This is an optimization exercise on Yosys and OpenROAD, whose aim is small area, a short achievable clock period and few clock cycles per item, not a production implementation.

==> inputs of run a <==
## chien_search
module chien_search #(
    parameter int LANES = 16,
    parameter int DEPTH = 4
) (
    input  logic                 clk_i,
    input  logic                 rst_ni,
    input  logic                 start_req_i,
    input  logic                 root_ack_i,
    input  logic [119:0]         sigma_i,
    output logic                 start_ack_o,
    output logic                 root_req_o,
    output logic                 done_o,
    output logic [9:0]           root_pos_o,
    output logic [3:0]           root_count_o
);
    localparam int CW_LEN = 544;
    localparam int NUM_BATCH = CW_LEN / LANES + 1;
    localparam int LW = $clog2(LANES);
    logic          load;
    logic          adv;
    logic          room;
    logic          first_batch;
    logic          last_batch;
    logic [9-LW:0] batch;
    logic [119:0]        term_q;
    logic [119:0]        term_step;
    logic [10*LANES-1:0] lane_sum;
    logic [10*LANES-1:0] sum_q;
    logic                sv_q;
    logic [9-LW:0]       sbatch_q;
    logic                sfirst_q;
    logic                slast_q;
    scan_ctrl u_ctrl (
        .clk_i        (clk_i),
        .rst_ni       (rst_ni),
        .start_req_i  (start_req_i),
        .room_i       (room),
        .last_batch_i (last_batch),
        .start_ack_o  (start_ack_o),
        .load_o       (load),
        .adv_o        (adv)
    );
    batch_counter #(.NUM_BATCH(NUM_BATCH), .BW(10-LW)) u_cnt (
        .clk_i         (clk_i),
        .rst_ni        (rst_ni),
        .load_i        (load),
        .advance_i     (adv),
        .batch_o       (batch),
        .first_batch_o (first_batch),
        .last_batch_o  (last_batch)
    );
    gf_mul u_step (
        .t_i (term_q),
        .p_o (term_step)
    );
    always_ff @(posedge clk_i) begin
        if (load) begin
            term_q <= sigma_i;
        end else if (adv) begin
            term_q <= term_step;
        end
    end
    chien_lane u_lanes (
        .t_i   (term_q),
        .sum_o (lane_sum)
  ...
==> module root_serializer, before the edit <==
module root_serializer #(
    parameter int LANES = 16,
    parameter int DEPTH = 4
) (
    input  logic                 clk_i,
    input  logic                 rst_ni,
    input  logic                 sv_i,
    input  logic [10*LANES-1:0]  sum_i,
    input  logic [9-$clog2(LANES):0] batch_i,  
    input  logic                 first_i,      
    input  logic                 last_i,       
    input  logic                 root_ack_i,
    output logic                 room_o,       
    output logic                 root_req_o,
    output logic [9:0]           root_pos_o,
    output logic                 done_o,
    output logic [3:0]           root_count_o
);
    localparam int LW = $clog2(LANES);
    localparam int HW = 10 - LW;
    localparam int DW = $clog2(DEPTH);
    logic [LANES-1:0] zero;
    logic [LANES-1:0] hits;
    logic             push;
    for (genvar m = 0; m < LANES; m++) begin : g_zero
        assign zero[m] = (sum_i[10*m +: 10] == '0);
    end
    assign hits = zero & ~({LANES{first_i}} & {{(LANES/2){1'b0}}, {(LANES/2){1'b1}}})
                       & ~({LANES{last_i}}  & {{(LANES/2){1'b1}}, {(LANES/2){1'b0}}});
    assign push = sv_i && ((hits != '0) || last_i);
    logic [LANES-1:0] qhit_q  [0:DEPTH-1];
    logic [HW-1:0]    qhb_q   [0:DEPTH-1];
    logic             qlast_q [0:DEPTH-1];
    logic [DW-1:0]    wp_q;
    logic [DW-1:0]    rp_q;
    logic [DW:0]      cnt_q;
    logic [LANES-1:0] h;
    logic [HW-1:0]    hb;
    logic             hvalid;
    logic             hempty;
    logic [LANES-1:0] low;
    logic [LW-1:0]    sel;
    logic             pop;
    logic             take;
    logic             launch;
    logic             req_q;
    logic [9:0]       pos_q;
    logic [9:0]       pos_next;
    logic [3:0]       rc_q;
    assign hvalid = (cnt_q != '0);
    assign h      = qhit_q[rp_q];
    assign hb     = qhb_q[rp_q];
    assign hempty = (h == '0);
    assign room_o = (cnt_q + (DW+1)'(push) - (DW+1)'(pop)) < (DW+1)'(DEPTH);
    always_comb begin
        sel = '0;
        for (int k = LANES - 1; k >= 0; k--) begin
            if (h[k]) begin
                sel = LW'(k);
            end
        end
    end
    assign low = LANES'(1) << sel;
    assign pos_next = {sel[LW-1] ? hb - 1'b1 : hb, sel[LW-1], ~sel[LW-2:0]};
    assign take   = req_q && root_ack_i;
    assign launch = hvalid && !hempty && !req_q && !root_ack_i;
    assign done_o = hvalid && hempty && qlast_q[rp_q];
    assign pop    = hvalid && hempty;
    always_ff @(posedge clk_i) begin
        for (int e = 0; e < DEPTH; e++) begin
            if (push && wp_q == DW'(e)) begin
                qhit_q[e]  <= hits;
                qhb_q[e]   <= batch_i;
                qlast_q[e] <= last_i;
            end else if (take && rp_q == DW'(e)) begin
                qhit_q[e]  <= qhit_q[e] & ~low;
            end
        end
        if (launch) begin
            pos_q <= pos_next;
        end
    end
    always_ff @(posedge clk_i or negedge rst_ni) begin
        if (!rst_ni) begin
            wp_q  <= '0;
            rp_q  <= '0;
            cnt_q <= '0;
            req_q <= 1'b0;
            rc_q  <= '0;
        end else begin
            if (push) begin
                wp_q <= wp_q + 1'b1;
            end
            if (pop) begin
                rp_q <= rp_q + 1'b1;
            end
            cnt_q <= cnt_q + (DW+1)'(push) - (DW+1)'(pop);
            if (take) begin
                req_q <= 1'b0;
            end else if (launch) begin
                req_q <= 1'b1;
            end
            if (done_o) begin
                rc_q <= '0;
            end else if (take) begin
                rc_q <= rc_q + 1'b1;
            end
        end
    end
    assign root_req_o   = req_q;
    assign root_pos_o   = pos_q;
    assign root_count_o = rc_q;
endmodule
export LEC_CHECK = 0
export CAP_MARGIN = 20
export CORE_MARGIN = 2
export CORE_UTILIZATION = 25
export SETUP_SLACK_MARGIN = 1.5
export SLEW_MARGIN = 20
create_clock -name core_clock -period 5.0 [get_ports {clk_i}]
run.sh (not shown) runs the stock make flow with config.mk's settings and CLKGATE_MAP_FILE= SYNTH_SCRIPT=/design/flow/synth_recipe.tcl, a recipe that flattens the netlist after the stock synthesis.
==> inputs of run b, as changes to run a <==
--- a/flow/design.v
+++ b/flow/design.v
@@ -2661,6 +2661,7 @@
     logic [LANES-1:0] qhit_q  [0:DEPTH-1];
     logic [HW-1:0]    qhb_q   [0:DEPTH-1];
     logic             qlast_q [0:DEPTH-1];
+    logic             qempty_q [0:DEPTH-1];
     logic [DW-1:0]    wp_q;
     logic [DW-1:0]    rp_q;
     logic [DW:0]      cnt_q;
@@ -2680,8 +2681,10 @@
     assign hvalid = (cnt_q != '0);
     assign h      = qhit_q[rp_q];
     assign hb     = qhb_q[rp_q];
-    assign hempty = (h == '0);
-    assign room_o = (cnt_q + (DW+1)'(push) - (DW+1)'(pop)) < (DW+1)'(DEPTH);
+    assign hempty = qempty_q[rp_q];
+    assign room_o = (cnt_q < (DW+1)'(DEPTH - 1))
+                 || ((cnt_q == (DW+1)'(DEPTH - 1)) && (!push || pop))
+                 || ((cnt_q == (DW+1)'(DEPTH)) && pop && !push);
     always_comb begin
         sel = '0;
         for (int k = LANES - 1; k >= 0; k--) begin
@@ -2699,11 +2702,13 @@
     always_ff @(posedge clk_i) begin
         for (int e = 0; e < DEPTH; e++) begin
             if (push && wp_q == DW'(e)) begin
-                qhit_q[e]  <= hits;
-                qhb_q[e]   <= batch_i;
-                qlast_q[e] <= last_i;
+                qhit_q[e]   <= hits;
+                qhb_q[e]    <= batch_i;
+                qlast_q[e]  <= last_i;
+                qempty_q[e] <= (hits == '0);
             end else if (take && rp_q == DW'(e)) begin
-                qhit_q[e]  <= qhit_q[e] & ~low;
+                qhit_q[e]   <= qhit_q[e] & ~low;
+                qempty_q[e] <= ((qhit_q[e] & ~low) == '0);
             end
         end
         if (launch) begin
--- a/flow/config.mk
+++ b/flow/config.mk
@@ -8,5 +8,5 @@
 export CAP_MARGIN = 20
 export CORE_MARGIN = 2
 export CORE_UTILIZATION = 25
-export SETUP_SLACK_MARGIN = 1.5
+export SETUP_SLACK_MARGIN = 2.0
 export SLEW_MARGIN = 20
==> metrics.yaml <==
cts_buffers: 51
num_vias: 28600
status: "complete, no violations"
ys_warn_count: 7
dr.pass1.iters: 6
grt_pass1_vias: 27700
inv_count: 22
The numbers above come from run a.

==> metrics.yaml <==
status: "complete, no violations"
inv_count: 34
drv_slew: 0
cts_buffers: 49
num_vias: 30700
ys_warn_count: 8
The numbers above come from run b.

No functional check of the RTL was part of any run of this note.

-- separate check: timing with driven ports --
The results above use ideal ports. As a check the final layouts listed here were re-extracted and re-timed, cells and wires unchanged. Step 1, drivers: a clkbuf_16 drives clk_i and a buf_2 each remaining input, both assumed. Step 2 also shifts input and output timing later by t, the mid clock arrival at the registers, as if the neighbouring blocks saw the same clock. a / b / c = no drivers / after step 1 / after step 2; a / b = the first two.
run | t (ns) | slack for setup (ns) | worst setup path at the end | latest minus earliest clock arrival (ns) | worst slew at a driven data input, ns
run a | 0.757 | 0.560 / 0.560 / 0.560 | register to register | 0.078 / 0.078 | 0.06
run b | 0.736 | 1.332 / 1.332 / 1.332 | register to register | 0.062 / 0.063 | 0.07
After both steps setup and hold are still met in every run listed.
